What follows belongs to an exercise in optimizing a design on an open flow for small area, a short achievable clock period and few clock cycles per item; a production flow would make more cautious choices.
Function was checked by simulation only, so behaviour that the tests miss may differ from the original.
Power figures rest on the tool's default switching activity, not on a simulated workload.

**flow/design.v**
```verilog
`default_nettype none
package gemm_pkg;
  typedef logic [32-1:0] beat_t;
  typedef logic [2*4*8-1:0] a_tile_t;
  typedef logic [2*4*4-1:0] b_tile_t;
  typedef logic signed [32-1:0] res_t;
  typedef logic [2*2*32-1:0] res_tile_t;
  typedef struct packed {
    a_tile_t a;
    b_tile_t b;
  } operand_t;
  typedef enum logic [2:0] {IDLE, LOAD, COMPUTE, DRAIN, DONE} ctrl_state_t;
endpackage
`default_nettype wire
`timescale 1ns/1ps
`default_nettype none
module tile_mac_s1 (
  input  wire  [31:0] a_row,
  input  wire  [15:0] b_row,
  output wire  [47:0] part
);
  wire e0 = 1'b0 ^ b_row[0];
  wire e1 = (b_row[1] & ~b_row[0] & ~1'b0) | (~b_row[1] & b_row[0] & 1'b0);
  wire p2 = ((e0 & a_row[0])) ^ b_row[1];
  wire p3 = ((e0 & a_row[1]) | (e1 & a_row[0])) ^ b_row[1];
  wire p4 = ((e0 & a_row[2]) | (e1 & a_row[1])) ^ b_row[1];
  wire p5 = ((e0 & a_row[3]) | (e1 & a_row[2])) ^ b_row[1];
  wire p6 = ((e0 & a_row[4]) | (e1 & a_row[3])) ^ b_row[1];
  wire p7 = ((e0 & a_row[5]) | (e1 & a_row[4])) ^ b_row[1];
  wire p8 = ((e0 & a_row[6]) | (e1 & a_row[5])) ^ b_row[1];
  wire p9 = ((e0 & a_row[7]) | (e1 & a_row[6])) ^ b_row[1];
  wire p10 = ((e0 & a_row[7]) | (e1 & a_row[7])) ^ b_row[1];
  wire p11 = ~p10;
  wire e12 = b_row[1] ^ b_row[2];
  wire e13 = (b_row[3] & ~b_row[2] & ~b_row[1]) | (~b_row[3] & b_row[2] & b_row[1]);
  wire p14 = ((e12 & a_row[0])) ^ b_row[3];
  wire p15 = ((e12 & a_row[1]) | (e13 & a_row[0])) ^ b_row[3];
  wire p16 = ((e12 & a_row[2]) | (e13 & a_row[1])) ^ b_row[3];
  wire p17 = ((e12 & a_row[3]) | (e13 & a_row[2])) ^ b_row[3];
  wire p18 = ((e12 & a_row[4]) | (e13 & a_row[3])) ^ b_row[3];
  wire p19 = ((e12 & a_row[5]) | (e13 & a_row[4])) ^ b_row[3];
  wire p20 = ((e12 & a_row[6]) | (e13 & a_row[5])) ^ b_row[3];
  wire p21 = ((e12 & a_row[7]) | (e13 & a_row[6])) ^ b_row[3];
  wire p22 = ((e12 & a_row[7]) | (e13 & a_row[7])) ^ b_row[3];
  wire p23 = ~p22;
  wire e24 = 1'b0 ^ b_row[4];
  wire e25 = (b_row[5] & ~b_row[4] & ~1'b0) | (~b_row[5] & b_row[4] & 1'b0);
  wire p26 = ((e24 & a_row[8])) ^ b_row[5];
  wire p27 = ((e24 & a_row[9]) | (e25 & a_row[8])) ^ b_row[5];
  wire p28 = ((e24 & a_row[10]) | (e25 & a_row[9])) ^ b_row[5];
  wire p29 = ((e24 & a_row[11]) | (e25 & a_row[10])) ^ b_row[5];
  wire p30 = ((e24 & a_row[12]) | (e25 & a_row[11])) ^ b_row[5];
  wire p31 = ((e24 & a_row[13]) | (e25 & a_row[12])) ^ b_row[5];
  wire p32 = ((e24 & a_row[14]) | (e25 & a_row[13])) ^ b_row[5];
  wire p33 = ((e24 & a_row[15]) | (e25 & a_row[14])) ^ b_row[5];
  wire p34 = ((e24 & a_row[15]) | (e25 & a_row[15])) ^ b_row[5];
  wire p35 = ~p34;
  wire e36 = b_row[5] ^ b_row[6];
  wire e37 = (b_row[7] & ~b_row[6] & ~b_row[5]) | (~b_row[7] & b_row[6] & b_row[5]);
  wire p38 = ((e36 & a_row[8])) ^ b_row[7];
  wire p39 = ((e36 & a_row[9]) | (e37 & a_row[8])) ^ b_row[7];
  wire p40 = ((e36 & a_row[10]) | (e37 & a_row[9])) ^ b_row[7];
  wire p41 = ((e36 & a_row[11]) | (e37 & a_row[10])) ^ b_row[7];
  wire p42 = ((e36 & a_row[12]) | (e37 & a_row[11])) ^ b_row[7];
  wire p43 = ((e36 & a_row[13]) | (e37 & a_row[12])) ^ b_row[7];
  wire p44 = ((e36 & a_row[14]) | (e37 & a_row[13])) ^ b_row[7];
  wire p45 = ((e36 & a_row[15]) | (e37 & a_row[14])) ^ b_row[7];
  wire p46 = ((e36 & a_row[15]) | (e37 & a_row[15])) ^ b_row[7];
  wire p47 = ~p46;
  wire e48 = 1'b0 ^ b_row[8];
  wire e49 = (b_row[9] & ~b_row[8] & ~1'b0) | (~b_row[9] & b_row[8] & 1'b0);
  wire p50 = ((e48 & a_row[16])) ^ b_row[9];
  wire p51 = ((e48 & a_row[17]) | (e49 & a_row[16])) ^ b_row[9];
  wire p52 = ((e48 & a_row[18]) | (e49 & a_row[17])) ^ b_row[9];
  wire p53 = ((e48 & a_row[19]) | (e49 & a_row[18])) ^ b_row[9];
  wire p54 = ((e48 & a_row[20]) | (e49 & a_row[19])) ^ b_row[9];
  wire p55 = ((e48 & a_row[21]) | (e49 & a_row[20])) ^ b_row[9];
  wire p56 = ((e48 & a_row[22]) | (e49 & a_row[21])) ^ b_row[9];
  wire p57 = ((e48 & a_row[23]) | (e49 & a_row[22])) ^ b_row[9];
  wire p58 = ((e48 & a_row[23]) | (e49 & a_row[23])) ^ b_row[9];
  wire p59 = ~p58;
  wire e60 = b_row[9] ^ b_row[10];
  wire e61 = (b_row[11] & ~b_row[10] & ~b_row[9]) | (~b_row[11] & b_row[10] & b_row[9]);
  wire p62 = ((e60 & a_row[16])) ^ b_row[11];
  wire p63 = ((e60 & a_row[17]) | (e61 & a_row[16])) ^ b_row[11];
  wire p64 = ((e60 & a_row[18]) | (e61 & a_row[17])) ^ b_row[11];
  wire p65 = ((e60 & a_row[19]) | (e61 & a_row[18])) ^ b_row[11];
  wire p66 = ((e60 & a_row[20]) | (e61 & a_row[19])) ^ b_row[11];
  wire p67 = ((e60 & a_row[21]) | (e61 & a_row[20])) ^ b_row[11];
  wire p68 = ((e60 & a_row[22]) | (e61 & a_row[21])) ^ b_row[11];
  wire p69 = ((e60 & a_row[23]) | (e61 & a_row[22])) ^ b_row[11];
  wire p70 = ((e60 & a_row[23]) | (e61 & a_row[23])) ^ b_row[11];
  wire p71 = ~p70;
  wire e72 = 1'b0 ^ b_row[12];
  wire e73 = (b_row[13] & ~b_row[12] & ~1'b0) | (~b_row[13] & b_row[12] & 1'b0);
  wire p74 = ((e72 & a_row[24])) ^ b_row[13];
  wire p75 = ((e72 & a_row[25]) | (e73 & a_row[24])) ^ b_row[13];
  wire p76 = ((e72 & a_row[26]) | (e73 & a_row[25])) ^ b_row[13];
  wire p77 = ((e72 & a_row[27]) | (e73 & a_row[26])) ^ b_row[13];
  wire p78 = ((e72 & a_row[28]) | (e73 & a_row[27])) ^ b_row[13];
  wire p79 = ((e72 & a_row[29]) | (e73 & a_row[28])) ^ b_row[13];
  wire p80 = ((e72 & a_row[30]) | (e73 & a_row[29])) ^ b_row[13];
  wire p81 = ((e72 & a_row[31]) | (e73 & a_row[30])) ^ b_row[13];
  wire p82 = ((e72 & a_row[31]) | (e73 & a_row[31])) ^ b_row[13];
  wire p83 = ~p82;
  wire e84 = b_row[13] ^ b_row[14];
  wire e85 = (b_row[15] & ~b_row[14] & ~b_row[13]) | (~b_row[15] & b_row[14] & b_row[13]);
  wire p86 = ((e84 & a_row[24])) ^ b_row[15];
  wire p87 = ((e84 & a_row[25]) | (e85 & a_row[24])) ^ b_row[15];
  wire p88 = ((e84 & a_row[26]) | (e85 & a_row[25])) ^ b_row[15];
  wire p89 = ((e84 & a_row[27]) | (e85 & a_row[26])) ^ b_row[15];
  wire p90 = ((e84 & a_row[28]) | (e85 & a_row[27])) ^ b_row[15];
  wire p91 = ((e84 & a_row[29]) | (e85 & a_row[28])) ^ b_row[15];
  wire p92 = ((e84 & a_row[30]) | (e85 & a_row[29])) ^ b_row[15];
  wire p93 = ((e84 & a_row[31]) | (e85 & a_row[30])) ^ b_row[15];
  wire p94 = ((e84 & a_row[31]) | (e85 & a_row[31])) ^ b_row[15];
  wire p95 = ~p94;
  wire s96 = b_row[13] ^ b_row[1] ^ b_row[5];
  wire c97 = (b_row[13] & b_row[1]) | (b_row[5] & (b_row[13] ^ b_row[1]));
  wire s98 = b_row[9] ^ s96 ^ p2;
  wire c99 = (b_row[9] & s96) | (p2 & (b_row[9] ^ s96));
  wire s100 = c97 ^ p27 ^ p3;
  wire c101 = (c97 & p27) | (p3 & (c97 ^ p27));
  wire s102 = b_row[11] ^ b_row[15] ^ b_row[3];
  wire c103 = (b_row[11] & b_row[15]) | (b_row[3] & (b_row[11] ^ b_row[15]));
  wire s104 = b_row[7] ^ s102 ^ p14;
  wire c105 = (b_row[7] & s102) | (p14 & (b_row[7] ^ s102));
  wire s106 = p28 ^ p38 ^ p4;
  wire c107 = (p28 & p38) | (p4 & (p28 ^ p38));
  wire s108 = p52 ^ p62 ^ p76;
  wire c109 = (p52 & p62) | (p76 & (p52 ^ p62));
  wire s110 = p86 ^ c101;
  wire c111 = p86 & c101;
  wire s112 = c103 ^ p15 ^ p29;
  wire c113 = (c103 & p15) | (p29 & (c103 ^ p15));
  wire s114 = p39 ^ p5 ^ p53;
  wire c115 = (p39 & p5) | (p53 & (p39 ^ p5));
  wire s116 = p63 ^ p77 ^ p87;
  wire c117 = (p63 & p77) | (p87 & (p63 ^ p77));
  wire s118 = c105 ^ c107 ^ c109;
  wire c119 = (c105 & c107) | (c109 & (c105 ^ c107));
  wire s120 = s112 ^ s114;
  wire c121 = s112 & s114;
  wire s122 = p16 ^ p30 ^ p40;
  wire c123 = (p16 & p30) | (p40 & (p16 ^ p30));
  wire s124 = p54 ^ p6 ^ p64;
  wire c125 = (p54 & p6) | (p64 & (p54 ^ p6));
  wire s126 = p78 ^ p88 ^ c113;
  wire c127 = (p78 & p88) | (c113 & (p78 ^ p88));
  wire s128 = c115 ^ c117 ^ s122;
  wire c129 = (c115 & c117) | (s122 & (c115 ^ c117));
  wire s130 = s124 ^ c121;
  wire c131 = s124 & c121;
  wire s132 = p17 ^ p31 ^ p41;
  wire c133 = (p17 & p31) | (p41 & (p17 ^ p31));
  wire s134 = p55 ^ p65 ^ p7;
  wire c135 = (p55 & p65) | (p7 & (p55 ^ p65));
  wire s136 = p79 ^ p89 ^ c123;
  wire c137 = (p79 & p89) | (c123 & (p79 ^ p89));
  wire s138 = c125 ^ s132 ^ s134;
  wire c139 = (c125 & s132) | (s134 & (c125 ^ s132));
  wire s140 = c127 ^ c131;
  wire c141 = c127 & c131;
  wire s142 = p18 ^ p32 ^ p42;
  wire c143 = (p18 & p32) | (p42 & (p18 ^ p32));
  wire s144 = p56 ^ p66 ^ p8;
  wire c145 = (p56 & p66) | (p8 & (p56 ^ p66));
  wire s146 = p80 ^ p90 ^ c133;
  wire c147 = (p80 & p90) | (c133 & (p80 ^ p90));
  wire s148 = c135 ^ s142 ^ s144;
  wire c149 = (c135 & s142) | (s144 & (c135 ^ s142));
  wire s150 = c137 ^ s146;
  wire c151 = c137 & s146;
  wire s152 = p19 ^ p33 ^ p43;
  wire c153 = (p19 & p33) | (p43 & (p19 ^ p33));
  wire s154 = p57 ^ p67 ^ p81;
  wire c155 = (p57 & p67) | (p81 & (p57 ^ p67));
  wire s156 = p9 ^ p91 ^ c143;
  wire c157 = (p9 & p91) | (c143 & (p9 ^ p91));
  wire s158 = c145 ^ s152 ^ s154;
  wire c159 = (c145 & s152) | (s154 & (c145 ^ s152));
  wire s160 = c147 ^ s156;
  wire c161 = c147 & s156;
  wire s162 = p11 ^ p20 ^ p35;
  wire c163 = (p11 & p20) | (p35 & (p11 ^ p20));
  wire s164 = p44 ^ p59 ^ p68;
  wire c165 = (p44 & p59) | (p68 & (p44 ^ p59));
  wire s166 = p83 ^ p92 ^ c153;
  wire c167 = (p83 & p92) | (c153 & (p83 ^ p92));
  wire s168 = c155 ^ s162 ^ s164;
  wire c169 = (c155 & s162) | (s164 & (c155 ^ s162));
  wire s170 = c157 ^ s166;
  wire c171 = c157 & s166;
  wire s172 = p21 ^ p45 ^ p69;
  wire c173 = (p21 & p45) | (p69 & (p21 ^ p45));
  wire s174 = p93 ^ c163 ^ c165;
  wire c175 = (p93 & c163) | (c165 & (p93 ^ c163));
  wire s176 = s172 ^ c167;
  wire c177 = s172 & c167;
  wire s178 = 1'b1 ^ p23 ^ p47;
  wire c179 = (1'b1 & p23) | (p47 & (1'b1 ^ p23));
  wire s180 = p71 ^ p95 ^ c173;
  wire c181 = (p71 & p95) | (c173 & (p71 ^ p95));
  assign part = {1'b1, c181, c179, 1'b1, c177, s180, c175, s178, s176, c171, c169, s174, s170, c161, s168, c159, s160, c151, s158, c149, s150, c141, s148, c139, s140, s138, c129, s136, s130, s128, s126, c119, s118, s120, c111, s116, s110, s108, s106, s104, s100, c99, p75, p51, s98, p74, p50, p26};
endmodule
module tile_mac_s2 (
  input  wire  [47:0] part,
  output wire  [13:0] dot
);
  wire s0 = part[0] ^ part[1] ^ part[2];
  wire c1 = (part[0] & part[1]) | (part[2] & (part[0] ^ part[1]));
  wire s2 = part[4] ^ part[5] ^ part[6];
  wire c3 = (part[4] & part[5]) | (part[6] & (part[4] ^ part[5]));
  wire s4 = part[7] ^ c1;
  wire c5 = part[7] & c1;
  wire s6 = part[10] ^ part[11] ^ part[8];
  wire c7 = (part[10] & part[11]) | (part[8] & (part[10] ^ part[11]));
  wire s8 = part[9] ^ c3 ^ s6;
  wire c9 = (part[9] & c3) | (s6 & (part[9] ^ c3));
  wire s10 = part[12] ^ part[13] ^ part[14];
  wire c11 = (part[12] & part[13]) | (part[14] & (part[12] ^ part[13]));
  wire s12 = part[15] ^ c7 ^ s10;
  wire c13 = (part[15] & c7) | (s10 & (part[15] ^ c7));
  wire s14 = part[16] ^ part[17] ^ part[18];
  wire c15 = (part[16] & part[17]) | (part[18] & (part[16] ^ part[17]));
  wire s16 = part[19] ^ c11 ^ s14;
  wire c17 = (part[19] & c11) | (s14 & (part[19] ^ c11));
  wire s18 = part[20] ^ part[21] ^ part[22];
  wire c19 = (part[20] & part[21]) | (part[22] & (part[20] ^ part[21]));
  wire s20 = part[23] ^ c15 ^ s18;
  wire c21 = (part[23] & c15) | (s18 & (part[23] ^ c15));
  wire s22 = part[24] ^ part[25] ^ part[26];
  wire c23 = (part[24] & part[25]) | (part[26] & (part[24] ^ part[25]));
  wire s24 = part[27] ^ c19 ^ s22;
  wire c25 = (part[27] & c19) | (s22 & (part[27] ^ c19));
  wire s26 = part[28] ^ part[29] ^ part[30];
  wire c27 = (part[28] & part[29]) | (part[30] & (part[28] ^ part[29]));
  wire s28 = part[31] ^ c23 ^ s26;
  wire c29 = (part[31] & c23) | (s26 & (part[31] ^ c23));
  wire s30 = part[32] ^ part[33] ^ part[34];
  wire c31 = (part[32] & part[33]) | (part[34] & (part[32] ^ part[33]));
  wire s32 = part[35] ^ c27 ^ s30;
  wire c33 = (part[35] & c27) | (s30 & (part[35] ^ c27));
  wire s34 = part[36] ^ part[37] ^ part[38];
  wire c35 = (part[36] & part[37]) | (part[38] & (part[36] ^ part[37]));
  wire s36 = part[39] ^ c31 ^ s34;
  wire c37 = (part[39] & c31) | (s34 & (part[39] ^ c31));
  wire s38 = part[40] ^ part[41] ^ part[42];
  wire c39 = (part[40] & part[41]) | (part[42] & (part[40] ^ part[41]));
  wire s40 = part[43] ^ c35 ^ s38;
  wire c41 = (part[43] & c35) | (s38 & (part[43] ^ c35));
  wire s42 = part[44] ^ part[45] ^ part[46];
  wire c43 = (part[44] & part[45]) | (part[46] & (part[44] ^ part[45]));
  wire s44 = c39 ^ s42;
  wire c45 = c39 & s42;
  wire [13:0] row_x = {part[47], c43, s44, c37, c33, c29, c25, c21, c17, c13, c9, c5, s2, part[3]};
  wire [13:0] row_y = {1'b0, c45, c41, s40, s36, s32, s28, s24, s20, s16, s12, s8, s4, s0};
  assign dot = row_x + row_y;
endmodule
`default_nettype wire
`timescale 1ns/1ps
`default_nettype none
module w4a8_gemm_top (
  input  wire         ap_clk,
  input  wire         areset,
  input  wire         ap_start,
  input  wire         write_result,
  input  wire         a_req,
  input  wire  [31:0] a_data,
  input  wire         b_req,
  input  wire  [31:0] b_data,
  input  wire         out_ready,
  output wire         ap_idle,
  output wire         ap_done,
  output wire         ap_ready,
  output wire         a_ack,
  output wire         b_ack,
  output wire         out_valid,
  output wire  [31:0] out_data
);
  logic        run;        
  logic        done_q;
  logic        wr_q;
  logic        ack_a, ack_b;
  logic [1:0]  a_cnt;      
  logic        b_got;      
  logic [2:0]  cur;        
  logic [2:0]  sq;         
  logic [2:0]  pw;         
  logic        pv;         
  logic        ov;         
  logic [48-1:0] preg;
  logic [13:0] oreg;
  logic [31:0] areg;
  logic [31:0] breg;
  logic [48-1:0] part;
  logic [13:0] dot;
  wire xfer    = ov & out_ready;
  function automatic logic ok(input logic [2:0] w);
    ok = run & wr_q & b_got & ~w[2] & (w[1] ? (a_cnt == 2'd2) : (a_cnt == 2'd1));
  endfunction
  wire ld_rdy  = run & wr_q & pv & (pw == cur);
  wire o_free  = ~ov | out_ready;
  wire load    = ld_rdy & o_free;
  wire [2:0] cur_p1 = cur + 3'd1;
  wire [2:0] cur_p2 = cur + 3'd2;
  wire [2:0] cur_n  = load ? cur_p1 : cur;
  wire sq_ok   = ok(sq);
  wire [2:0] sq_n0  = (sq_ok & (sq == cur))    ? cur_p1 : cur;
  wire [2:0] sq_n1  = (sq_ok & (sq == cur_p1)) ? cur_p2 : cur_p1;
  wire [2:0] sq_n   = load ? sq_n1 : sq_n0;
  wire a_free  = (a_cnt == 2'd0) | ((a_cnt == 2'd1) & (~wr_q | cur[1]));
  wire a_free1 = (a_cnt == 2'd1) & cur[0] & ld_rdy;
  wire take_a  = run & a_req & ~ack_a & (a_free | (a_free1 & o_free));
  wire take_b  = run & b_req & ~ack_b & ~b_got;
  wire tiles   = (a_cnt == 2'd2) & ~ack_a & b_got & ~ack_b;
  wire fin     = run & tiles & (~wr_q | (cur[2] & (~ov | out_ready)));
  tile_mac_s1 mac_s1 (
    .a_row (areg),
    .b_row (sq[0] ? breg[31:16] : breg[15:0]),
    .part  (part)
  );
  tile_mac_s2 mac_s2 (
    .part  (preg),
    .dot   (dot)
  );
  always_ff @(posedge ap_clk) begin
    if (areset) begin
      run    <= 1'b0;
      done_q <= 1'b0;
      wr_q   <= 1'b0;
      ack_a  <= 1'b0;
      ack_b  <= 1'b0;
      a_cnt  <= '0;
      b_got  <= 1'b0;
      cur    <= '0;
      sq     <= '0;
      pw     <= '0;
      pv     <= 1'b0;
      ov     <= 1'b0;
    end else begin
      done_q <= fin;
      if (~run) begin
        if (ap_start & ~done_q) begin
          run   <= 1'b1;
          wr_q  <= write_result;
          a_cnt <= '0;
          b_got <= 1'b0;
          cur   <= '0;
          sq    <= '0;
        end
      end else if (fin) begin
        run <= 1'b0;
      end
      if (take_a) begin
        ack_a <= 1'b1;
        a_cnt <= a_cnt + 2'd1;
      end else if (~a_req) begin
        ack_a <= 1'b0;
      end
      if (take_b) begin
        ack_b <= 1'b1;
        b_got <= 1'b1;
      end else if (~b_req) begin
        ack_b <= 1'b0;
      end
      if (run) begin
        cur  <= cur_n;
        sq   <= sq_n;
      end
      pw   <= sq;
      pv   <= sq_ok;
      if (load) begin
        ov   <= 1'b1;
      end else if (xfer) begin
        ov   <= 1'b0;
      end
    end
  end
  always_ff @(posedge ap_clk) begin
    if (take_a) areg <= a_data;
    if (take_b) breg <= b_data;
    preg <= part;
    if (load)   oreg <= dot;
  end
  assign ap_idle   = ~run;
  assign ap_done   = done_q;
  assign ap_ready  = done_q;
  assign a_ack     = ack_a;
  assign b_ack     = ack_b;
  assign out_valid = ov;
  assign out_data  = {{18{oreg[13]}}, oreg};
endmodule
`default_nettype wire
```
**flow/standard.sh**
```bash
#!/bin/bash
# synth_recipe.tcl (not shown) runs the flow's synth.tcl, then flattens the netlist and writes it again
# the make line also repeats each setting of config.mk as NAME=value (left out here)
make -C /OpenROAD-flow-scripts/flow DESIGN_CONFIG=/design/flow/config.mk WORK_HOME=/design/flow/orfs CLKGATE_MAP_FILE= SYNTH_SCRIPT=/design/flow/synth_recipe.tcl "${@:-finish}"
```
**flow/flow/run.sh**
```bash
#!/bin/bash
set -euo pipefail
D=$PWD
SETUP_MARGIN=${SETUP_MARGIN:-5}
bash standard.sh synth > synth.log 2>&1
make -C "$FLOW_HOME" DESIGN_CONFIG=$D/config.mk WORK_HOME=$D/orfs CLKGATE_MAP_FILE= \
  SYNTH_SCRIPT=$D/synth_recipe.tcl \
  BUFFER_PORTS_ARGS="-buffer_cell sky130_fd_sc_hd__buf_2" \
  CTS_ARGS="-sink_clustering_enable -repair_clock_nets -dont_use_dummy_load -buf_list {sky130_fd_sc_hd__clkbuf_4 sky130_fd_sc_hd__clkbuf_8}" \
  SETUP_SLACK_MARGIN=$SETUP_MARGIN finish > layout.log 2>&1
R=$D/orfs/results/sky130hd/w4a8_gemm_top/base
: # left out here: write the final layout as DEF
```
**flow/config.mk**
```make
export PLATFORM = sky130hd
export DESIGN_NAME = w4a8_gemm_top
export DESIGN_NICKNAME = w4a8_gemm_top
export VERILOG_FILES = /design/flow/design.v
export SDC_FILE = /design/flow/constraint.sdc
export NUM_CORES = 4
export LEC_CHECK = 0
export CAP_MARGIN = 20
export CORE_MARGIN = 2
export CORE_UTILIZATION = 60
export CTS_BUF_LIST = sky130_fd_sc_hd__clkbuf_4 sky130_fd_sc_hd__clkbuf_8
export GPL_TIMING_DRIVEN = 1
export SLEW_MARGIN = 20
```
**flow/constraint.sdc**
```tcl
create_clock -name core_clock -period 8.0 [get_ports {ap_clk}]
set_input_delay 1.6000 -clock core_clock [delete_from_list [all_inputs] [get_ports {ap_clk}]]
set_output_delay 1.6000 -clock core_clock [all_outputs]
set_load 0.01 [all_outputs]
```
==> flow_metrics.env, run 1 <==
export IMPL_coreArea_sq_um=13300
export IMPL_ant_nets=0
export IMPL_port_buffers=108
export IMPL_yosys_warnings=1
export IMPL_grt_pass1_vias=5714
export IMPL_firstDrtPassIters=5
export IMPL_antenna_found_initial=0
export IMPL_dpl_cell_area_sq_um=8910
export IMPL_cts_tree="built"
export IMPL_clk_latency_ns=0.45
export IMPL_layout_drive_gt1_share_pct=31.4
export IMPL_max_vdd_ir_drop_mv=0.233
export IMPL_row_count=42
export IMPL_drt_iter0_drc=390
export IMPL_p_total_w=0.00280
export IMPL_ys_seq_area_share_pct=44.1
export IMPL_fin_crit_sh_pct=39.0
export IMPL_arrival_ns=3.32
export IMPL_numCtsBuffers=17
export IMPL_synthCells=739
export IMPL_ctsHoldBuffers=0
export IMPL_final_area_sq_um=10000
export IMPL_grt_pass1_wl_microns=28700
export IMPL_routed_via_density=5.61
export IMPL_wirelength_microns=18600
export IMPL_ys_seq_elements=143
export IMPL_antenna_diode_count=0
export IMPL_finalSetupViolCount=0
export IMPL_start_kind="register"
export IMPL_die_h_microns=121
export IMPL_status="no timing/DRC/antenna violations"
export IMPL_drc=0
export IMPL_grtUsageMet3_pct=4.28
export IMPL_dp_hpwl_microns=13300
export IMPL_powerDensity_nw_per_um2=279
export IMPL_grt_usage_pct=25.9
export IMPL_cap_viol_max_count=0
export IMPL_use_met2_pct=44.5
export IMPL_nNetsFinal=1029
export IMPL_clkSlewWorstSetupHoldPaths_ns=0.08
export IMPL_synth_flop_cell="edfxtp_1"
export IMPL_finalHoldViolations=0
export IMPL_gp_congestion=0.876
export IMPL_grt_busiest_layer="met2"
export IMPL_syn_to_final_growth_pct=21.4
export IMPL_yosysUniqueCellTypes=51
export IMPL_syn_num_nets=894
export IMPL_hold_class="register to register"
export IMPL_clockBufferDepth=2
export IMPL_p_leak_nw=4.26
export IMPL_cp_max_fo=3
export IMPL_synth_avg_cell_area_sq_um=11.2
export IMPL_start_util_pct=62.0
export IMPL_syn_area_sq_um=8270
export IMPL_slew_headroom_pct=61.8
export IMPL_synth_edf_count=78
export IMPL_clock_sinks=143
export IMPL_io_pins=109
export IMPL_synthArstFlopShare_pct=0
export IMPL_timing_rr_start="mac_s2.part[8]"
export IMPL_fin_tns_setup_ns=0
export IMPL_dieArea_sq_um=14700
export IMPL_vias=5881
export IMPL_rsz0062_at_grt="true"
export IMPL_skew_ns=0.0223
export IMPL_clock_fmax_mhz=320
export IMPL_crit_path_end_kind="register"
export IMPL_grt_overflow=0
export IMPL_fill_cells=913
export IMPL_hp_start="ov"
export IMPL_cp_required_ns=8.20
export IMPL_report_final_slew_viol_count=0
export IMPL_grt_max_degree=37
export IMPL_crit_path_start="mac_s2.part[8]"
export IMPL_root_buffer="clkbuf_8"
export IMPL_fin_crit_ns=3.12
export IMPL_tightest_slew_ns=0.573
export IMPL_grt_met1_usage_pct=33.3
export IMPL_wl_per_cell_microns=17.7
export IMPL_htreeDepth=4
export IMPL_path_class="register to register"
export IMPL_die_w_microns=121
[critical path: stages (launching register included)]
cell and delay, ns:
dfxtp_2 0.33, inv_2 0.04, fa_1 0.53, inv_1 0.05, fa_1 0.52, ha_4 0.22
o21ai_0 0.19, o21ai_2 0.08, a2111o_1 0.35, a221oi_4 0.32, o21ai_2 0.10, xor2_1 0.14
[state kept, by name (all words and copies together) (netlist names), 2 cells and up]
register / count
breg: 32
sq: 3
a_cnt: 2
mac_s2.part: 46
oreg: 14
cur: 3
pw: 3
areg: 32
[area by class of cell]
| type | instances | area, sq um | share of cell area (%) |
|---|---|---|---|
| clock buffers | 17 | 234 | 2.33 |
| inverters | 95 | 372 | 3.70 |
| multi-input cells | 457 | 4570 | 45.6 |
| flip-flops and latches | 143 | 3650 | 36.4 |
| well taps | 176 | 220 | 2.19 |
| repair buffers | 160 | 988 | 9.85 |
[cells in the mapped netlist (all sizes together), types with 2 or more instances]
cell type / instances / area share, %
inv: 94 / 4.3
edfxtp: 78 / 28
dfxtp: 65 / 16
mux2i: 63 / 7.8
nor2: 60 / 2.7
fa: 55 / 13
o21ai: 33 / 2.0
a21oi: 29 / 1.8
ha: 29 / 4.4
nand2: 28 / 1.3
a22oi: 27 / 2.5
xnor2: 24 / 2.5
buf: 23 / 2.0
clkbuf: 22 / 1.0
a221oi: 16 / 1.7
a22o: 15 / 1.6
nor2b: 11 / 0.83
and2: 9 / 0.68
xor2: 8 / 0.85
mux2: 7 / 0.95
nor3: 5 / 0.44
nand2b: 4 / 0.30
a21o: 3 / 0.27
maj3: 3 / 0.36
nand3: 3 / 0.18
or3: 3 / 0.23
a31oi: 2 / 0.15
nand3b: 2 / 0.18
o21bai: 2 / 0.18
o31ai: 2 / 0.18
[cell usage in the layout, fill, tap and decap left out, drive strengths merged, types with 3 or more instances in the layout]
master and n:
a21o 3, a21oi 29, a221oi 16, a22o 15
a22oi 27, and2 9, buf 159, clkbuf 17
dfxtp 65, edfxtp 78, fa 55, ha 29
inv 92, maj3 3, mux2 7, mux2i 63
nand2 28, nand2b 5, nand3 3, nor2 60
nor2b 11, nor3 5, o21ai 33, or3 3
xnor2 24, xor2 8
[per-stage QoR]
stage | setup WS [ns] | util [%] | hold slack (ns) | instances
finish | 4.88 | 75.2 | 0.505 | 1048
global route | 4.80 | 75.2 | 0.535 | 1048
CTS | 4.93 | 71.4 | 0.510 | 1016
detailed placement | 4.48 | 66.7 | 0.499 | 981
global placement | 4.54 | 66.7 | 0.498 | 981
floorplan | 4.85 | - | 0.486 | 739
[layer usage]
layer | part of all wire (%) | routed length, microns
met1 | 41 | 7650
met2 | 51 | 9390
met3 | 5.4 | 1010
met4 | 2.8 | 515
met5 | 0 | 0
[logic make-up (layout without fill, tap and decap cells)]
kind of cell,after synthesis,count (layout),synth area share [%]
xor gates and xnor gates,32,32,3.39
muxes,70,70,8.71
DFF,143,143,44.1
adders and majority gates,87,87,18.1
and+or+nand+nor,131,132,7.46
AOI/OAI and AO/OA,136,136,11.0
buffers and inverters,140,272,7.29
[report_power, final]
| part | switching (W) | internal, W | leakage [nW] |
|---|---|---|---|
| Combinational | 0.000734 | 0.000683 | 2.88 |
| Clock | 0.000233 | 0.000187 | 0.122 |
| Sequential | 0.0000390 | 0.000922 | 1.26 |
| Total | 0.00101 | 0.00179 | 4.26 |
[path summary, 6_finish.rpt]
kind	end	slack (ns)	depth (start not counted)
worst max-delay path	oreg[11]	4.88	11
worst min-delay path	ov	0.50	2
worst max register to register	oreg[11]	4.88	11
worst min register to register	ov	0.50	2
[timing repair]
action,CTS,global route
pin swaps,6,14
setup endpoints to repair,39,28
resized for setup,61,56
gates cloned,1,1
setup buffers,17,30
hold endpoints to repair,0,0
Testbench counts, summed over its fixed seeds: cycles 31,250, jobs 3,200.
==> inputs of run 2 (changes only) <==
--- a/flow/config.mk
+++ b/flow/config.mk
@@ -9,3 +9,3 @@
 export CORE_MARGIN = 2
-export CORE_UTILIZATION = 60
+export CORE_UTILIZATION = 45
 export CTS_BUF_LIST = sky130_fd_sc_hd__clkbuf_4 sky130_fd_sc_hd__clkbuf_8
==> flow_metrics.env, run 2 <==
export IMPL_status="no timing/DRC/antenna violations"
export IMPL_yosysUniqueCellTypes=51
export IMPL_rsz0062_at_grt="true"
export IMPL_start_util_pct=45.9
export IMPL_row_count=49
export IMPL_port_buffers=108
export IMPL_yosys_warnings=1
export IMPL_coreArea_sq_um=18000
export IMPL_slew_headroom_pct=66.5
export IMPL_clk_latency_ns=0.44
export IMPL_rr_endpoint="oreg[11]"
export IMPL_antenna_diode_count=0
export IMPL_critPathTopFamily="adder cells"
export IMPL_syn_area_sq_um=8270
export IMPL_finalSetupViolCount=0
export IMPL_gp_congestion=0.899
export IMPL_layout_drive_gt1_share_pct=27.3
export IMPL_rr_worst_depth=11
export IMPL_io_pins=109
export IMPL_p_leak_nw=4.11
export IMPL_finalHoldViolations=0
export IMPL_cp_buffers_inverters=2
export IMPL_arrival_ns=3.27
export IMPL_drt_iter0_drc=331
export IMPL_grt_pass1_wl_microns=27600
export IMPL_fin_tns_setup_ns=0
export IMPL_clkSlewWorstSetupHoldPaths_ns=0.08
export IMPL_whs_endpoint="ov"
export IMPL_vias=5566
export IMPL_syn_to_final_growth_pct=17.8
export IMPL_start_kind="register"
export IMPL_htreeDepth=4
export IMPL_firstDrtPassIters=5
export IMPL_final_common_cell="buf_2"
export IMPL_antenna_found_initial=0
export IMPL_utilization_pct=54.0
export IMPL_numCtsBuffers=17
export IMPL_wirelength_microns=17800
export IMPL_hold_path_depth=2
export IMPL_cp_required_ns=8.20
export IMPL_skew_ns=0.0252
export IMPL_slowest_stage="fa_1"
export IMPL_timing_rr_start="mac_s2.part[8]"
export IMPL_synthCells=739
export IMPL_clock_sinks=143
export IMPL_die_h_microns=140
export IMPL_grt_pass1_vias=5372
export IMPL_synth_edf_count=78
export IMPL_hp_start="ov"
export IMPL_grt_usage_pct=18.2
export IMPL_max_vdd_ir_drop_mv=0.352
export IMPL_ctsHoldBuffers=0
export IMPL_wl_per_cell_microns=16.6
export IMPL_clockBufferDepth=2
export IMPL_synth_flop_cell="edfxtp_1"
export IMPL_synth_area_top_cells="edfxtp_1, dfxtp_1, fa_1"
export IMPL_routed_via_density=5.18
export IMPL_cap_viol_max_count=0
export IMPL_fin_crit_ns=3.08
export IMPL_synth_area_leader_cell="edfxtp_1"
export IMPL_grt_max_degree=37
export IMPL_dp_hpwl_microns=13200
export IMPL_drc=0
export IMPL_final_cell_mix="buf_2, inv_1, edfxtp_1"
export IMPL_synthTopCellsByCount="inv_1, edfxtp_1, dfxtp_1, mux2i_1, nor2_1"
export IMPL_regArea_sq_um=3650
export IMPL_multi_input_area_sq_um=4430
export IMPL_cpPeakStageDelay_ns=0.52
export IMPL_synth_avg_cell_area_sq_um=11.2
export IMPL_die_w_microns=140
export IMPL_path_cells="inv_2 -> fa_1 -> inv_1 -> fa_1 -> ha_4 -> a211oi_2 -> o21ai_2 -> a2111o_1 -> a221oi_2 -> o21ai_2 -> xor2_1"
export IMPL_cts_tree="built"
export IMPL_ys_seq_elements=143
export IMPL_largest_register_ffs=46
export IMPL_fill_cells=1559
export IMPL_synthArstFlopShare_pct=0
export IMPL_ys_seq_area_share_pct=44.1
export IMPL_r2r_slack_ns=4.92
export IMPL_syn_num_nets=894
export IMPL_nNetsFinal=1002
export IMPL_grt_overflow=0
export IMPL_fin_crit_sh_pct=38.4
export IMPL_path_class="register to register"
export IMPL_hold_class="register to register"
export IMPL_dieArea_sq_um=19500
export IMPL_synthMostInstantiatedCell="inv_1"
export IMPL_yosysTopAreaCellShare_pct=28.3
export IMPL_powerDensity_nw_per_um2=276
export IMPL_crit_path_end_kind="register"
export IMPL_report_final_slew_viol_count=0
export IMPL_cp_max_fo=3
export IMPL_root_buffer="clkbuf_8"
export IMPL_ant_nets=0
export IMPL_tightest_slew_ns=0.489
export IMPL_clock_fmax_mhz=325
-- run 2: kinds of logic after synthesis --
| family | after synthesis | share of synthesized area, % |
|---|---|---|
| adder cells (fa/ha/maj) | 87 | 18.1 |
| AND/OR/NAND/NOR | 131 | 7.46 |
| buffers and inverters | 140 | 7.29 |
| flip-flops | 143 | 44.1 |
| AO/OA/AOI/OAI | 136 | 11.0 |
| multiplexers | 70 | 8.71 |
| XOR/XNOR | 32 | 3.39 |
-- run 2: worst max path at each step --
stage / start / endpoint / slack (ns) / depth (start not counted)
after global routing: mac_s2.part[8] / oreg[11] / 4.82 / 11
after CTS: mac_s2.part[8] / oreg[11] / 4.91 / 11
after detailed placement: sq[0] / mac_s2.part[29] / 4.46 / 8
after global placement: sq[0] / mac_s2.part[18] / 4.58 / 10
after floorplan: b_req / breg[0] / 4.85 / 1
final: mac_s2.part[8] / oreg[11] / 4.92 / 11
-- run 2: repair_timing --
item                       CTS  global route
setup endpoints to repair   38            27
setup buffers               11             9
cloned                       0             2
pin swaps                    5             6
resized for setup           44            51
-- run 2: layout make-up --
cell class | count | area share, %
clock buffers | 17 | 2.40
inverters | 95 | 3.83
multi-input cells | 457 | 45.5
flip-flops and latches | 143 | 37.5
well taps | 229 | 2.94
repair buffers | 133 | 7.91
-- run 2: per-layer routing --
metal  part of all wire (%)  up-vias  track usage [%]
met2                     47      154             29.1
met3                    4.4       27             3.96
li1                       -     2738                -
met1                     47     2647             25.1
met4                    2.3        0             5.58
met5                      0        -                0
-- run 2: report_power, final --
part / switching [W] / leakage, nW / internal, W
clock network: 0.000236 / 0.122 / 0.000187
logic: 0.000676 / 2.73 / 0.000626
registers: 0.0000407 / 1.26 / 0.000922
total: 0.000952 / 4.11 / 0.00174
-- run 2: stage by stage --
step	std cells	worst slack (ns)	power (W)	hold slack, ns	area (sq um)
CTS	1063	4.91	0.00261	0.508	9440
global placement	1035	4.58	0.00205	0.488	8980
floorplan	739	4.85	0.00185	0.486	8380
detailed placement	1035	4.46	0.00208	0.498	8980
global route	1074	4.82	0.00291	0.539	9740
finish	1074	4.92	0.00269	0.503	9740
-- run 2: worst min-delay path, stage by stage (launching register included) --
cell and delay (ns):
dfxtp_1 0.33, nand2b_4 0.07, a21oi_1 0.05
==> inputs of run 3 (changes only) <==
--- a/flow/config.mk
+++ b/flow/config.mk
@@ -9,3 +9,3 @@
 export CORE_MARGIN = 2
-export CORE_UTILIZATION = 45
+export CORE_UTILIZATION = 50
 export CTS_BUF_LIST = sky130_fd_sc_hd__clkbuf_4 sky130_fd_sc_hd__clkbuf_8
==> flow_metrics.env, run 3 <==
export IMPL_cts_tree="built"
export IMPL_layout_drive_gt1_share_pct=26.7
export IMPL_drc=0
export IMPL_synth_area_leader_cell="edfxtp_1"
export IMPL_synthMostInstantiatedCell="inv_1"
export IMPL_die_h_microns=133
export IMPL_clkSlewWorstSetupHoldPaths_ns=0.08
export IMPL_skew_ns=0.0215
export IMPL_p_seq_share_pct=35.5
export IMPL_gp_congestion=0.903
export IMPL_row_count=47
export IMPL_grt_overflow=0
export IMPL_powerDensity_nw_per_um2=282
export IMPL_grt_pass1_vias=5540
export IMPL_tightest_slew_ns=0.503
export IMPL_numCtsBuffers=17
export IMPL_grt_pass1_wl_microns=28900
export IMPL_utilization_pct=58.9
export IMPL_syn_num_nets=894
export IMPL_yosysUniqueCellTypes=51
export IMPL_firstDrtPassIters=6
export IMPL_wirelength_microns=18300
export IMPL_htreeDepth=4
export IMPL_yosysTopAreaCellShare_pct=28.3
export IMPL_finalHoldViolations=0
export IMPL_p_int_w=0.00175
export IMPL_cp_max_fo=3
export IMPL_p_sw_share_pct=35.7
export IMPL_clockBufferDepth=2
export IMPL_coreArea_sq_um=16300
export IMPL_dp_hpwl_microns=14000
export IMPL_synthCells=739
export IMPL_start_util_pct=50.6
export IMPL_ys_seq_elements=143
export IMPL_vias=5589
export IMPL_nNetsFinal=993
export IMPL_cap_viol_max_count=0
export IMPL_synthArstFlopShare_pct=0
export IMPL_p_leak_nw=4.05
export IMPL_crit_path_end_kind="register"
export IMPL_routed_via_density=5.29
export IMPL_dieArea_sq_um=17600
export IMPL_grt_max_degree=37
export IMPL_syn_area_sq_um=8270
export IMPL_synth_edf_count=78
export IMPL_syn_to_final_growth_pct=16.4
export IMPL_largest_register_ffs=46
export IMPL_fin_crit_sh_pct=37.6
export IMPL_synth_area_top_cells="edfxtp_1, dfxtp_1, fa_1"
export IMPL_slew_headroom_pct=65.6
export IMPL_clk_latency_ns=0.44
export IMPL_cp_required_ns=8.17
export IMPL_start_kind="register"
export IMPL_synthTopCellsByCount="inv_1, edfxtp_1, dfxtp_1, mux2i_1, nor2_1"
export IMPL_rsz0062_at_grt="true"
export IMPL_path_class="register to register"
export IMPL_report_final_slew_viol_count=0
export IMPL_antenna_diode_count=0
export IMPL_clock_sinks=143
export IMPL_synth_avg_cell_area_sq_um=11.2
export IMPL_finalSetupViolCount=0
export IMPL_root_buffer="clkbuf_8"
export IMPL_wl_per_cell_microns=17.3
export IMPL_switchingPower_w=0.000968
export IMPL_final_common_cell="buf_2"
export IMPL_grt_usage_pct=21.4
export IMPL_dp_cells=1026
export IMPL_ant_nets=0
export IMPL_port_buffers=108
export IMPL_hold_class="register to register"
export IMPL_p_clk_share_pct=15.4
export IMPL_ys_seq_area_share_pct=44.1
export IMPL_yosys_warnings=1
export IMPL_fin_crit_ns=3.01
export IMPL_antenna_found_initial=0
export IMPL_clock_fmax_mhz=332
export IMPL_max_vdd_ir_drop_mv=0.192
export IMPL_drt_iter0_drc=253
export IMPL_io_pins=109
export IMPL_combPwrFrac_pct=49.1
export IMPL_synth_flop_cell="edfxtp_1"
export IMPL_instances_no_fill=1056
export IMPL_arrival_ns=3.18
export IMPL_status="no timing/DRC/antenna violations"
export IMPL_die_w_microns=133
export IMPL_final_cell_mix="buf_2, inv_1, edfxtp_1"
export IMPL_ctsHoldBuffers=0
export IMPL_fin_tns_setup_ns=0
-- run 3: per-layer routing --
metal  vias up  track usage (%)  share of wire, %
li1       2713                -                 -
met1      2702             26.6                42
met2       149             37.2                51
met3        25             4.10               4.2
met4         0             8.00               2.4
met5         -                0                 0
-- run 3: kinds of logic after synthesis --
logic type	synth area share [%]
muxes	8.71
buffers and inverters	7.29
xor gates and xnor gates	3.39
and+or+nand+nor	7.46
adders and majority gates	18.1
DFF	44.1
AOI/OAI and AO/OA	11.0
-- run 3: timing repair --
action	CTS	global route
gates resized for setup	42	45
setup endpoints to repair	41	29
cloned	0	0
pin swaps	7	4
buffers inserted	8	5
-- run 3: metrics by stage --
stage	power [W]	hold slack (ns)	setup WS (ns)	area (sq um)
finish	0.00272	0.508	4.99	9630
global route	0.00294	0.532	4.85	9630
CTS	0.00259	0.511	4.93	9390
detailed placement	0.00209	0.499	4.25	8970
global placement	0.00207	0.495	4.33	8970
floorplan	0.00185	0.486	4.85	8380
-- run 3: worst max-delay path, cell delays in order, from the launching register on --
cell      delay [ns]
dfxtp_2         0.33
inv_2           0.03
fa_1            0.52
inv_1           0.05
fa_1            0.52
ha_4            0.22
o21ai_2         0.12
o21ai_2         0.08
a2111o_1        0.35
a221oi_4        0.29
o21ai_2         0.09
xor2_1          0.14
-- run 3: final timing paths --
kind	end	depth (start not counted)	start	slack, ns
worst min register to register	ov	2	ov	0.51
worst min-delay path	ov	2	ov	0.51
worst max-delay path	oreg[11]	11	mac_s2.part[8]	4.99
worst max register to register	oreg[11]	11	mac_s2.part[8]	4.99
-- run 3: layout make-up --
cell class / count / area [sq um]
Tap cell: 220 / 275
Timing Repair Buffer: 125 / 681
Clock buffer: 17 / 234
Sequential cell: 143 / 3650
Fill cell: 1401 / 6720
Inverter: 95 / 368
Multi-Input combinational cell: 456 / 4420
-- run 3: power by group through the flow --
stage               logic, W  clock network (W)  registers [W]
finish               0.00133           0.000418       0.000964
global route         0.00150           0.000463       0.000971
CTS                  0.00120           0.000431       0.000963
detailed placement   0.00111                  0       0.000978
global placement     0.00109                  0       0.000978
floorplan           0.000887                  0       0.000962
==> inputs of run 4 (changes only) <==
--- a/flow/flow/run.sh
+++ b/flow/flow/run.sh
@@ -7,3 +7,3 @@
   SYNTH_SCRIPT=$D/synth_recipe.tcl \
-  BUFFER_PORTS_ARGS="-buffer_cell sky130_fd_sc_hd__buf_2" \
+  BUFFER_PORTS_ARGS="-buffer_cell sky130_fd_sc_hd__buf_1" \
   CTS_ARGS="-sink_clustering_enable -repair_clock_nets -dont_use_dummy_load -buf_list {sky130_fd_sc_hd__clkbuf_4 sky130_fd_sc_hd__clkbuf_8}" \
==> flow_metrics.env, run 4 <==
export IMPL_status="no timing/DRC/antenna violations"
export IMPL_p_sw_share_pct=36.1
export IMPL_largest_register_ffs=46
export IMPL_max_vdd_ir_drop_mv=0.221
export IMPL_htreeDepth=4
export IMPL_powerDensity_nw_per_um2=282
export IMPL_cap_viol_max_count=0
export IMPL_ant_nets=0
export IMPL_finalSetupViolCount=0
export IMPL_rr_worst_depth=11
export IMPL_clockBufferDepth=2
export IMPL_timing_rr_start="mac_s2.part[8]"
export IMPL_tightest_slew_ns=0.746
export IMPL_cp_common_cell="o21ai_2"
export IMPL_synthArstFlopShare_pct=0
export IMPL_synthTopCellsByCount="inv_1, edfxtp_1, dfxtp_1, mux2i_1, nor2_1"
export IMPL_crit_path_end_kind="register"
export IMPL_wl_per_cell_microns=17.3
export IMPL_layout_drive_gt1_share_pct=14.3
export IMPL_grt_pass1_vias=5538
export IMPL_synth_flop_cell="edfxtp_1"
export IMPL_yosysUniqueCellTypes=51
export IMPL_fill_cells=1390
export IMPL_final_common_cell="buf_1"
export IMPL_numCtsBuffers=17
export IMPL_die_h_microns=133
export IMPL_cp_required_ns=8.19
export IMPL_dieArea_sq_um=17600
export IMPL_gp_congestion=0.893
export IMPL_ys_seq_area_share_pct=44.1
export IMPL_synth_area_top_cells="edfxtp_1, dfxtp_1, fa_1"
export IMPL_crit_path_start="mac_s2.part[8]"
export IMPL_fin_tns_setup_ns=0
export IMPL_syn_to_final_growth_pct=16.0
export IMPL_grt_usage_pct=21.7
export IMPL_grt_overflow=0
export IMPL_rr_endpoint="oreg[11]"
export IMPL_coreArea_sq_um=16300
export IMPL_yosys_warnings=1
export IMPL_vias=5609
export IMPL_slew_headroom_pct=50.3
export IMPL_ctsHoldBuffers=0
export IMPL_slowest_stage="fa_1"
export IMPL_dp_hpwl_microns=13700
export IMPL_arrival_ns=3.25
export IMPL_path_cells="inv_2 -> fa_1 -> inv_1 -> fa_1 -> ha_4 -> o21ai_2 -> o21ai_2 -> a2111o_1 -> a221oi_4 -> o21ai_2 -> xor2_1"
export IMPL_cpPeakStageDelay_ns=0.53
export IMPL_hold_class="register to register"
export IMPL_row_count=47
export IMPL_synth_avg_cell_area_sq_um=11.2
export IMPL_skew_ns=0.0257
export IMPL_r2r_slack_ns=4.94
export IMPL_synth_edf_count=78
export IMPL_clock_fmax_mhz=327
export IMPL_rsz0062_at_grt="true"
export IMPL_cp_num_cells=11
export IMPL_synthCells=739
export IMPL_combPwrFrac_pct=48.8
export IMPL_cp_max_fo=4
export IMPL_nNetsFinal=999
export IMPL_firstDrtPassIters=4
export IMPL_report_final_slew_viol_count=0
export IMPL_syn_num_nets=894
export IMPL_routed_via_density=5.28
export IMPL_ys_seq_elements=143
export IMPL_start_util_pct=50.6
export IMPL_synth_area_leader_cell="edfxtp_1"
export IMPL_antenna_diode_count=0
export IMPL_yosysTopAreaCellShare_pct=28.3
export IMPL_port_buffers=108
export IMPL_synthMostInstantiatedCell="inv_1"
export IMPL_switchingPower_w=0.000978
export IMPL_start_kind="register"
export IMPL_clkSlewWorstSetupHoldPaths_ns=0.08
export IMPL_drc=0
export IMPL_p_int_w=0.00173
export IMPL_drt_iter0_drc=309
export IMPL_clk_latency_ns=0.44
export IMPL_p_total_w=0.00271
export IMPL_multi_input_area_sq_um=4450
export IMPL_grt_pass1_wl_microns=29300
export IMPL_syn_area_sq_um=8270
export IMPL_cts_tree="built"
export IMPL_crit_end="oreg[11]"
export IMPL_p_seq_share_pct=35.6
export IMPL_path_class="register to register"
export IMPL_io_pins=109
export IMPL_root_buffer="clkbuf_8"
export IMPL_finalHoldViolations=0
export IMPL_cp_buffers_inverters=2
export IMPL_final_cell_mix="buf_1, inv_1, edfxtp_1"
export IMPL_die_w_microns=133
export IMPL_fin_crit_sh_pct=38.3
export IMPL_antenna_found_initial=0
export IMPL_fin_crit_ns=3.06
export IMPL_regArea_sq_um=3650
export IMPL_clock_sinks=143
export IMPL_p_clk_share_pct=15.6
export IMPL_p_leak_nw=3.78
export IMPL_wirelength_microns=18400
export IMPL_grt_max_degree=37
export IMPL_critPathTopFamily="adder cells"
run 4: how the worst min path moves through the flow:
stage | endpoint | slack [ns] | startpoint | depth (start not counted)
finish | ov | 0.51 | ov | 2
global route | ov | 0.55 | ov | 2
CTS | ov | 0.52 | ov | 2
detailed placement | ov | 0.51 | ov | 2
global placement | ov | 0.50 | ov | 2
floorplan | pw[2] | 0.49 | sq[2] | 1
run 4: power groups by stage:
| stage | clock network (W) | logic, W | registers [W] |
|---|---|---|---|
| floorplan | 0 | 0.000887 | 0.000962 |
| global placement | 0 | 0.00108 | 0.000977 |
| detailed placement | 0 | 0.00110 | 0.000978 |
| CTS | 0.000437 | 0.00118 | 0.000962 |
| global route | 0.000471 | 0.00149 | 0.000972 |
| finish | 0.000423 | 0.00132 | 0.000964 |
run 4: area by class of cell:
type	count	area share, %
multi-input combinational	456	46.3
sequential	143	38.0
clock buffer	17	2.44
tap	220	2.87
inverter	95	3.86
timing repair buffer	131	6.44
run 4: per-stage QoR:
stage               hold WS [ns]  area [sq um]  utilization [%]  std cells  worst slack, ns
global placement           0.496          8830             54.0       1025             4.34
floorplan                  0.486          8380                -        739             4.85
global route               0.550          9590             58.7       1062             4.81
CTS                        0.520          9270             56.7       1049             4.94
finish                     0.513          9590             58.7       1062             4.94
detailed placement         0.508          8830             54.0       1025             4.27
run 4: logic make-up (layout without fill, tap and decap cells):
logic type	after synthesis	count (layout)	share of synthesized area, %
fa+ha+maj	87	87	18.1
compound gates	136	136	11.0
flops	143	143	44.1
xor+xnor	32	32	3.39
buf+inv	140	243	7.29
simple gates	131	131	7.46
mux	70	70	8.71
run 4: what timing repair did:
| action | in CTS | in global routing |
|---|---|---|
| setup endpoints to repair | 42 | 27 |
| gates cloned | 0 | 1 |
| gates resized for setup | 43 | 49 |
| pin swaps | 6 | 6 |
| setup buffers | 7 | 12 |
run 4: per-layer routing:
| metal | wire length, microns | track usage, % | part of all wire [%] | vias to the layer above |
|---|---|---|---|---|
| li1 | - | - | - | 2730 |
| met1 | 7830 | 28.2 | 43 | 2684 |
| met2 | 9190 | 35.9 | 50 | 159 |
| met3 | 837 | 4.83 | 4.5 | 36 |
| met4 | 544 | 7.53 | 3.0 | 0 |
| met5 | 0 | 0 | 0 | - |
run 4: worst reg2reg max path: stages (launching register included):
cell,delay (ns)
dfxtp_2,0.33
inv_2,0.03
fa_1,0.53
inv_1,0.05
fa_1,0.51
ha_4,0.22
o21ai_2,0.13
o21ai_2,0.09
a2111o_1,0.35
a221oi_4,0.31
o21ai_2,0.10
xor2_1,0.14
==> inputs of run 5 (changes only) <==
--- a/flow/flow/run.sh
+++ b/flow/flow/run.sh
@@ -7,4 +7,4 @@
   SYNTH_SCRIPT=$D/synth_recipe.tcl \
-  BUFFER_PORTS_ARGS="-buffer_cell sky130_fd_sc_hd__buf_1" \
-  CTS_ARGS="-sink_clustering_enable -repair_clock_nets -dont_use_dummy_load -buf_list {sky130_fd_sc_hd__clkbuf_4 sky130_fd_sc_hd__clkbuf_8}" \
+  BUFFER_PORTS_ARGS="-buffer_cell sky130_fd_sc_hd__buf_2" \
+  CTS_ARGS="-sink_clustering_enable -repair_clock_nets -dont_use_dummy_load -buf_list {sky130_fd_sc_hd__clkbuf_4}" \
   SETUP_SLACK_MARGIN=$SETUP_MARGIN finish > layout.log 2>&1
==> flow_metrics.env, run 5 <==
export IMPL_synthMostInstantiatedCell="inv_1"
export IMPL_skew_ns=0.0346
export IMPL_ys_seq_elements=143
export IMPL_grt_pass1_vias=5557
export IMPL_p_leak_nw=4.02
export IMPL_yosysUniqueCellTypes=51
export IMPL_largest_register_ffs=46
export IMPL_path_class="register to register"
export IMPL_synthCells=739
export IMPL_htreeDepth=4
export IMPL_report_final_slew_viol_count=0
export IMPL_yosys_warnings=1
export IMPL_synth_area_top_cells="edfxtp_1, dfxtp_1, fa_1"
export IMPL_dpl_worst_slack_ns=4.25
export IMPL_vias=5630
export IMPL_start_kind="register"
export IMPL_nNetsFinal=994
export IMPL_finalSetupViolCount=0
export IMPL_slowest_stage="fa_1"
export IMPL_grt_overflow=0
export IMPL_drt_iter0_drc=229
export IMPL_syn_area_sq_um=8270
export IMPL_cp_required_ns=8.28
export IMPL_grt_max_degree=37
export IMPL_cap_viol_max_count=0
export IMPL_hp_start="ov"
export IMPL_cp_max_fo=3
export IMPL_r2r_slack_ns=4.96
export IMPL_ys_seq_area_share_pct=44.1
export IMPL_grt_met1_usage_pct=26.6
export IMPL_dpl_cell_area_sq_um=8970
export IMPL_synthTopCellsByCount="inv_1, edfxtp_1, dfxtp_1, mux2i_1, nor2_1"
export IMPL_syn_to_final_growth_pct=15.9
export IMPL_synth_flop_cell="edfxtp_1"
export IMPL_fin_crit_ns=3.04
export IMPL_grt_busiest_layer="met2"
export IMPL_hold_class="register to register"
export IMPL_dp_cells=1026
export IMPL_clk_latency_ns=0.56
export IMPL_layout_drive_gt1_share_pct=27.4
export IMPL_whs_endpoint="ov"
export IMPL_rr_endpoint="oreg[11]"
export IMPL_grt_usage_pct=21.4
export IMPL_slew_headroom_pct=64.6
export IMPL_numCtsBuffers=17
export IMPL_die_w_microns=133
export IMPL_row_count=47
export IMPL_status="no timing/DRC/antenna violations"
export IMPL_arrival_ns=3.32
export IMPL_cts_tree="built"
export IMPL_synth_avg_cell_area_sq_um=11.2
export IMPL_syn_num_nets=894
export IMPL_antenna_found_initial=1
export IMPL_crit_path_end_kind="register"
export IMPL_start_util_pct=50.6
export IMPL_final_common_cell="buf_2"
export IMPL_die_h_microns=133
export IMPL_io_pins=109
export IMPL_fin_crit_sh_pct=38.0
export IMPL_clock_sinks=143
export IMPL_final_area_sq_um=9580
export IMPL_coreArea_sq_um=16300
export IMPL_synth_edf_count=78
export IMPL_powerDensity_nw_per_um2=276
export IMPL_routed_via_density=5.32
export IMPL_yosysTopAreaCellShare_pct=28.3
export IMPL_use_met2_pct=37.4
export IMPL_clkSlewWorstSetupHoldPaths_ns=0.12
export IMPL_grt_pass1_wl_microns=28800
export IMPL_max_vdd_ir_drop_mv=0.202
export IMPL_wl_per_cell_microns=17.3
export IMPL_clock_fmax_mhz=329
export IMPL_synthArstFlopShare_pct=0
export IMPL_port_buffers=108
export IMPL_instances_no_fill=1058
export IMPL_timing_rr_start="mac_s2.part[8]"
export IMPL_ant_nets=0
export IMPL_final_cell_mix="buf_2, inv_1, edfxtp_1"
export IMPL_finalHoldViolations=0
export IMPL_tightest_slew_ns=0.517
export IMPL_cpPeakStageDelay_ns=0.52
export IMPL_drc=0
export IMPL_synth_area_leader_cell="edfxtp_1"
export IMPL_grtUsageMet3_pct=3.72
export IMPL_fin_tns_setup_ns=0
export IMPL_root_buffer="clkbuf_4"
export IMPL_rsz0062_at_grt="true"
export IMPL_clockBufferDepth=2
export IMPL_rr_worst_depth=11
export IMPL_wirelength_microns=18300
export IMPL_dp_hpwl_microns=14000
export IMPL_firstDrtPassIters=5
export IMPL_cp_common_cell="o21ai_2"
export IMPL_path_cells="inv_2 -> fa_1 -> inv_1 -> fa_1 -> ha_4 -> o21ai_2 -> o21ai_2 -> a2111o_1 -> a221oi_4 -> o21ai_2 -> xor2_1"
export IMPL_dieArea_sq_um=17600
export IMPL_gp_congestion=0.903
export IMPL_hold_path_depth=2
export IMPL_setup_slack_ns=4.96
run 5: cell families (layout without fill, tap and decap cells):
kind of cell	count (synthesis)	count (layout)	synth area share (%)
mux	70	70	8.71
compound gates	136	136	11.0
other cells	0	1	0
fa+ha+maj	87	87	18.1
buf+inv	140	238	7.29
xor+xnor	32	32	3.39
flops	143	143	44.1
simple gates	131	131	7.46
run 5: per-stage QoR:
step           utilization (%)  power, W  hold slack, ns
2_1_floorplan                -   0.00185           0.486
3_3_place_gp              54.9   0.00207           0.495
3_5_place_dp              54.9   0.00209           0.499
4_1_cts                   56.9   0.00253           0.517
5_1_grt                   58.6   0.00285           0.537
6_report                  58.6   0.00264           0.514
run 5: critical path, delay by kind of cell, from the launching register on:
family,cells,cell delay (ns)
adders and majority gates,3,1.26
AOI/OAI and AO/OA,5,0.94
DFF,1,0.34
xor gates and xnor gates,1,0.14
buffers and inverters,2,0.08
run 5: area by class of cell:
class,count,area [sq um]
antenna,1,2.50
clock buffer,17,128
fill,1422,6770
inverter,95,368
multi-input combinational,456,4440
sequential,143,3650
tap,220,275
timing repair buffer,126,718
run 5: layer usage:
| layer | wire, microns | up-vias |
|---|---|---|
| met5 | 0 | - |
| met4 | 405 | 0 |
| met3 | 851 | 23 |
| met2 | 9280 | 172 |
| met1 | 7810 | 2714 |
| li1 | - | 2721 |
run 5: how the worst max path moves through the flow:
stage / startpoint / end / slack, ns / cells past startpoint
2_1_floorplan: b_req / breg[0] / 4.85 / 1
3_3_place_gp: sq[0] / mac_s2.part[31] / 4.33 / 9
3_5_place_dp: sq[0] / mac_s2.part[23] / 4.25 / 11
4_1_cts: mac_s2.part[8] / oreg[11] / 4.91 / 11
5_1_grt: mac_s2.part[8] / oreg[11] / 4.83 / 11
6_report: mac_s2.part[8] / oreg[11] / 4.96 / 11
run 5: timing repair:
action / 4_1_cts / 5_1_grt
hold buffers: 0 / 0
gates cloned: 0 / 1
endpoints found under the setup margin: 42 / 43
buffers inserted: 8 / 5
pin swaps: 7 / 2
gates resized for setup: 44 / 50
run 5: power by group:
group	switching [W]	internal, W
Sequential	0.0000413	0.000922
Clock	0.000217	0.0000969
Combinational	0.000710	0.000652
Total	0.000969	0.00167
==> inputs of run 6 (changes only) <==
--- a/flow/config.mk
+++ b/flow/config.mk
@@ -9,5 +9,4 @@
 export CORE_MARGIN = 2
-export CORE_UTILIZATION = 50
+export CORE_UTILIZATION = 40
 export CTS_BUF_LIST = sky130_fd_sc_hd__clkbuf_4 sky130_fd_sc_hd__clkbuf_8
-export GPL_TIMING_DRIVEN = 1
 export SLEW_MARGIN = 20
==> flow_metrics.env, run 6 <==
export IMPL_status="no timing/DRC/antenna violations"
export IMPL_cpPeakStageDelay_ns=0.52
export IMPL_slew_headroom_pct=55.0
export IMPL_io_pins=109
export IMPL_clkSlewWorstSetupHoldPaths_ns=0.11
export IMPL_grt_met1_usage_pct=23.5
export IMPL_synthTopCellsByCount="inv_1, edfxtp_1, dfxtp_1, mux2i_1, nor2_1"
export IMPL_vias=5525
export IMPL_skew_ns=0.0385
export IMPL_arrival_ns=3.35
export IMPL_gp_congestion=0.858
export IMPL_finalSetupViolCount=0
export IMPL_dp_cells=1075
export IMPL_grtUsageMet3_pct=3.24
export IMPL_start_kind="register"
export IMPL_yosysUniqueCellTypes=51
export IMPL_die_w_microns=148
export IMPL_grt_max_degree=37
export IMPL_utilization_pct=47.9
export IMPL_use_met2_pct=24.7
export IMPL_hold_path_depth=2
export IMPL_synth_area_top_cells="edfxtp_1, dfxtp_1, fa_1"
export IMPL_largest_register_ffs=46
export IMPL_hold_ws_ns=0.510
export IMPL_cp_max_fo=3
export IMPL_routed_via_density=4.96
export IMPL_nNetsFinal=999
export IMPL_finalHoldViolations=0
export IMPL_synth_avg_cell_area_sq_um=11.2
export IMPL_fin_tns_setup_ns=0
export IMPL_wl_per_cell_microns=15.6
export IMPL_cts_tree="built"
export IMPL_synth_flop_cell="edfxtp_1"
export IMPL_htreeDepth=4
export IMPL_rr_worst_depth=11
export IMPL_clock_sinks=143
export IMPL_ys_seq_elements=143
export IMPL_grt_pass1_wl_microns=27100
export IMPL_max_vdd_ir_drop_mv=0.172
export IMPL_dieArea_sq_um=21800
export IMPL_synthArstFlopShare_pct=0
export IMPL_ant_nets=0
export IMPL_synthCells=739
export IMPL_rsz0062_at_grt="true"
export IMPL_coreArea_sq_um=20200
export IMPL_fin_crit_ns=3.04
export IMPL_ctsHoldBuffers=0
export IMPL_grt_pass1_vias=5226
export IMPL_cap_viol_max_count=0
export IMPL_final_cell_mix="buf_2, inv_1, edfxtp_1"
export IMPL_slowest_stage="fa_1"
export IMPL_numCtsBuffers=17
export IMPL_syn_num_nets=894
export IMPL_synthMostInstantiatedCell="inv_1"
export IMPL_syn_to_final_growth_pct=17.3
export IMPL_tightest_slew_ns=0.659
export IMPL_root_buffer="clkbuf_4"
export IMPL_antenna_found_initial=1
export IMPL_crit_path_end_kind="register"
export IMPL_hold_class="register to register"
export IMPL_port_buffers=108
export IMPL_fin_crit_sh_pct=38.0
export IMPL_yosysTopAreaCellShare_pct=28.3
export IMPL_clock_fmax_mhz=329
export IMPL_dp_hpwl_microns=13100
export IMPL_firstDrtPassIters=5
export IMPL_syn_area_sq_um=8270
export IMPL_cp_required_ns=8.31
export IMPL_grt_busiest_layer="met2"
export IMPL_final_area_sq_um=9700
export IMPL_drc=0
export IMPL_start_util_pct=40.9
export IMPL_powerDensity_nw_per_um2=262
export IMPL_die_h_microns=148
export IMPL_synth_area_leader_cell="edfxtp_1"
export IMPL_path_class="register to register"
export IMPL_final_common_cell="buf_2"
export IMPL_dpl_cell_area_sq_um=9030
export IMPL_fill_cells=1857
export IMPL_clk_latency_ns=0.55
export IMPL_path_cells="inv_2 -> fa_1 -> inv_1 -> fa_1 -> ha_4 -> a211oi_2 -> o21ai_1 -> a2111o_1 -> a221oi_2 -> o21ai_1 -> xor2_1"
export IMPL_instances_no_fill=1113
export IMPL_yosys_warnings=1
export IMPL_report_final_slew_viol_count=0
export IMPL_grt_usage_pct=16.2
export IMPL_layout_drive_gt1_share_pct=27.0
export IMPL_wirelength_microns=17400
export IMPL_synth_edf_count=78
export IMPL_grt_overflow=0
export IMPL_p_leak_nw=4.05
export IMPL_drt_iter0_drc=329
export IMPL_ys_seq_area_share_pct=44.1
export IMPL_clockBufferDepth=2
export IMPL_row_count=52
==> run 6: cell types whose count changed in the layout (fill, tap and decap cells not counted), sizes merged <==
cell	previous run	this run
clkinv	0	1
inv	94	93
buf	125	130
==> run 6: path summary, 6_finish.rpt <==
path | startpoint | to | slack (ns)
hold reg to reg | ov | ov | 0.51
hold / removal | ov | ov | 0.51
setup / recovery | mac_s2.part[8] | oreg[11] | 4.96
setup reg to reg | mac_s2.part[8] | oreg[11] | 4.96
==> run 6: stage by stage <==
step / worst slack, ns / power, W
6_report: 4.96 / 0.00254
5_1_grt: 4.84 / 0.00277
4_1_cts: 4.96 / 0.00250
3_5_place_dp: 4.49 / 0.00208
3_3_place_gp: 4.52 / 0.00206
2_1_floorplan: 4.85 / 0.00185
==> run 6: layout make-up <==
cell class / count / area (sq um) / area share (%)
antenna: 1 / 2.50 / 0.0258
tap: 270 / 338 / 3.48
sequential: 143 / 3650 / 37.7
inverter: 95 / 370 / 3.82
clock buffer: 17 / 128 / 1.32
timing repair buffer: 131 / 781 / 8.05
multi-input combinational: 456 / 4430 / 45.7
==> run 6: cell families (layout without fill, tap and decap cells) <==
family | Yosys count | after routing | share of synthesized area, %
other | 0 | 1 | 0
xor gates and xnor gates | 32 | 32 | 3.39
DFF | 143 | 143 | 44.1
muxes | 70 | 70 | 8.71
buffers and inverters | 140 | 243 | 7.29
and+or+nand+nor | 131 | 131 | 7.46
AOI/OAI and AO/OA | 136 | 136 | 11.0
adders and majority gates | 87 | 87 | 18.1
==> run 6: timing repair <==
item	CTS	global route
pin swaps	5	5
setup endpoints to repair	58	33
buffers inserted	12	7
resized for setup	48	48
gates cloned	0	1
==> run 6: per-layer routing <==
layer,part of all wire [%],wire (microns)
met1,49,8470
met3,4.0,691
met4,1.5,260
met2,46,7990
met5,0,0
==> run 6: critical path: cells and delay by family, from the launching register on <==
kind / cells / cell delay [ns]
flops: 1 / 0.34
buf+inv: 2 / 0.09
fa+ha+maj: 3 / 1.18
xor+xnor: 1 / 0.15
compound gates: 5 / 1.04
==> run 6: power breakdown <==
group	switching, W	internal, W	total [W]	leakage (nW)
registers	0.0000400	0.000923	0.000963	1.26
logic	0.000656	0.000604	0.00126	2.72
clock network	0.000218	0.0000969	0.000315	0.0782
total	0.000914	0.00162	0.00254	4.05

==> static timing again, ports no longer ideal <==
The results above use ideal ports. As a check the final layouts listed here were re-extracted and re-timed, cells and wires unchanged.
Step 1 (the two cells are an assumption about what drives the block):
set clk [get_ports {ap_clk}]
set_driving_cell -lib_cell sky130_fd_sc_hd__clkbuf_16 $clk
set_driving_cell -lib_cell sky130_fd_sc_hd__buf_2 [delete_from_list [all_inputs] $clk]
Step 2 times the ports against the registers' clock, not the clock port: input delays grow and output delays shrink by t, the midpoint of the rising clock arrivals with the driver on.
Three values: no drivers, after step 1, after step 2; two values: the first two.
run	t, ns	setup WS [ns]	worst setup path at the end	worst register clock-pin slew, ns
run 1	0.482	4.878 / 4.878 / 4.719	input to register	0.08 / 0.08
run 2	0.466	4.925 / 4.925 / 4.725	input to register	0.08 / 0.08
run 3	0.468	4.990 / 4.990 / 4.885	input to register	0.08 / 0.08
run 4	0.468	4.939 / 4.939 / 4.763	input to register	0.08 / 0.08
run 5	0.579	4.957 / 4.957 / 4.722	input to register	0.12 / 0.12
run 6	0.574	4.963 / 4.963 / 4.761	input to register	0.12 / 0.12
After both steps every run listed still meets setup and hold. For run 5, which loses most, drivers alone change the setup slack by 0.000 ns; drivers and shift together by -0.235 ns.
